Context: an optimization exercise on an open-source flow, tuned for small area, a short achievable clock period and few clock cycles. The choices shown serve that exercise and are no tape-out recipe.
Function was checked by simulation only, so behaviour that the tests miss may differ from the original.

// pipe_exe_md
module pipe_exe_md #(
  parameter logic [31:0] DIV0_LO = 32'hFFFFFFFF
) (
  input  logic        clock,
  input  logic        resetn,
  input  logic        ebubble,
  input  logic [3:0]  ealuc,
  input  logic        ealuimm,
  input  logic        eshift,
  input  logic        ejal,
  input  logic [3:0]  emd,
  input  logic [31:0] ea,
  input  logic [31:0] eb,
  input  logic [31:0] eimm,
  input  logic [31:0] esa,
  input  logic [31:0] epc4,
  input  logic [4:0]  ern0,
  output logic [31:0] ealu,
  output logic [4:0]  ern,
  output logic        md_stall
);
Settings: LEC_CHECK=0, ABC_AREA=1, CAP_MARGIN=10, CORE_MARGIN=2, CORE_UTILIZATION=40, SETUP_SLACK_MARGIN=1.5, SLEW_MARGIN=10; clock period 9.0 ns.
standard.sh (not shown) runs the stock make flow with config.mk's settings and CLKGATE_MAP_FILE= SYNTH_SCRIPT=/design/flow/synth_recipe.tcl, a recipe that flattens the netlist after the stock synthesis.
==> flow/flow/run.sh <==
#!/bin/bash
# The standard layout, with two changes to how the layout is made:
#  - the port buffers are buf_2 cells instead of the slow delay buffer that
#    buffer_ports picks by default (every port still gets its own buffer);
#  - the resizer may change a cell's footprint when it sizes gates.
# Synthesis is the standard one, unchanged.
set -euo pipefail
export BUFFER_PORTS_ARGS="-buffer_cell sky130_fd_sc_hd__buf_2"
sed 's/CLKGATE_MAP_FILE= /CLKGATE_MAP_FILE= MATCH_CELL_FOOTPRINT=0 /' standard.sh > standard_fp.sh
grep -q 'MATCH_CELL_FOOTPRINT=0' standard_fp.sh
bash standard_fp.sh > standard_flow.log 2>&1
Testbench counts at the start, summed over its fixed seeds: cycles 31,550.
Next try:
--- a/flow/design.v
+++ b/flow/design.v
@@ -216,23 +216,23 @@
     end else if (isMul) begin
       busy_q   <= 1'b1;
       mul_q    <= 1'b1;
       sgn_q    <= (emd == MD_MULT);
       fix_q    <= (emd == MD_MULTU) && eb[31];
       fixing_q <= 1'b0;
       cnt_q    <= 4'd3;
     end else if (isDiv) begin
-      busy_q   <= !divImm;
+      busy_q   <= !divImm || aNeg;
       mul_q    <= 1'b0;
       fix_q    <= aNeg || bNeg;
-      fixing_q <= 1'b0;
-      negq_q   <= aNeg ^ bNeg;
+      fixing_q <= divImm;
+      negq_q   <= !divImm && (aNeg ^ bNeg);
       negr_q   <= aNeg;
-      cnt_q    <= 4'(sh[5:1]);
+      cnt_q    <= divImm ? 4'd0 : 4'(sh[5:1]);
     end else if (busy_q) begin
       if (!lastCyc) begin
         cnt_q <= cnt_q - 4'd1;
       end else if (fix_q && !fixing_q) begin
         fixing_q <= 1'b1;
       end else begin
         fixing_q <= 1'b0;
         busy_q   <= 1'b0;
@@ -255,39 +255,35 @@
     end else if (isMul) begin
       hx_q    <= 1'b0;
       bprev_q <= 1'b0;
     end else if (mulRun) begin
       hx_q    <= mSum[40];
       bprev_q <= lo_q[7];
     end
   end
-  logic selHiEa, selHiAbs, selHiHold, selLoDz, selLoHold, selLoEa;
+  logic selHiAbs, selHiKeep, selLoDz, selLoKeep, selLoEa;
   logic [31:0] hiD, loD;
-  assign selHiEa   = (isDiv & divImm) | writeHi;
-  assign selHiAbs  = isDiv & !divImm;
-  assign selHiHold = !isMul & !isDiv & !busy_q & !writeHi;
+  assign selHiAbs  = isDiv | writeHi;
+  assign selHiKeep = divFix | (!isMul & !isDiv & !busy_q & !writeHi);
   assign selLoDz   = isDiv & bZero;
   assign selLoEa   = writeLo;
-  assign selLoHold = !isMul & !isDiv & (mulFix | (!busy_q & !writeLo));
+  assign selLoKeep = divFix | (!isMul & !isDiv & (mulFix | (!busy_q & !writeLo)));
   always_comb begin
-    hiD = ({32{selHiEa}}   & ea)
-        | ({32{selHiAbs}}  & absA)
+    hiD = ({32{selHiAbs}}  & absA)
         | ({32{mulRun}}    & mSum[39:8])
         | ({32{mulFix}}    & mSum[31:0])
         | ({32{divRun}}    & r2)
-        | ({32{divFix}}    & cneg32(hi_q, negr_q))
-        | ({32{selHiHold}} & hi_q);
+        | ({32{selHiKeep}} & cneg32(hi_q, divFix & negr_q));
     loD = ({32{isMul}}     & eb)
         | ({32{selLoDz}}   & DIV0_LO)
         | ({32{mulRun}}    & {mSum[7:0], lo_q[31:8]})
         | ({32{divRun}}    & {lo_q[29:0], q1, q2})
-        | ({32{divFix}}    & cneg32(lo_q, negq_q))
         | ({32{selLoEa}}   & ea)
-        | ({32{selLoHold}} & lo_q);
+        | ({32{selLoKeep}} & cneg32(lo_q, divFix & negq_q));
   end
   always_ff @(posedge clock or negedge resetn) begin
     if (!resetn) begin
       hi_q <= 32'd0;
       lo_q <= 32'd0;
     end else begin
       hi_q <= hiD;
       lo_q <= loD;
=> Maximum frequency goes down slightly; clock skew falls by 0.0096 ns; sequential share of layout area goes up by 0.13 points; via count goes down by a few percent; sequential cell count stays the same; global-route usage went down by 0.91 points.
Testbench counts after the change, summed over its fixed seeds: cycles 31,588.

re-timing with driven ports:
How much do the figures lean on ideal ports? The routed layouts below were timed once more, with nothing changed but the port constraints.
Step 1, drivers: a clkbuf_16 drives clock and a buf_2 each remaining input, both assumed.
Step 2 adds t to the input delays and takes it off the output delays; t is the mean of the earliest and latest rising clock arrival at the registers after step 1. Input paths then give back, and output paths get back, about the clock's delay inside the block.
a / b / c = no drivers / after step 1 / after step 2; a / b = the first two.
run | t (ns) | setup slack, ns | hold WS [ns] | latest minus earliest clock arrival (ns) | worst register clock-pin slew, ns
the first run | 0.436 | 1.603 / 1.542 / 1.278 | 0.485 / 0.485 / 0.485 | 0.018 / 0.019 | 0.10 / 0.10
the second run | 0.436 | 1.511 / 1.440 / 1.221 | 0.481 / 0.481 / 0.481 | 0.010 / 0.010 | 0.09 / 0.09
After both steps setup and hold are still met in every run listed. For the first run, which loses most, drivers alone change the setup slack by -0.061 ns; drivers and shift together by -0.325 ns.
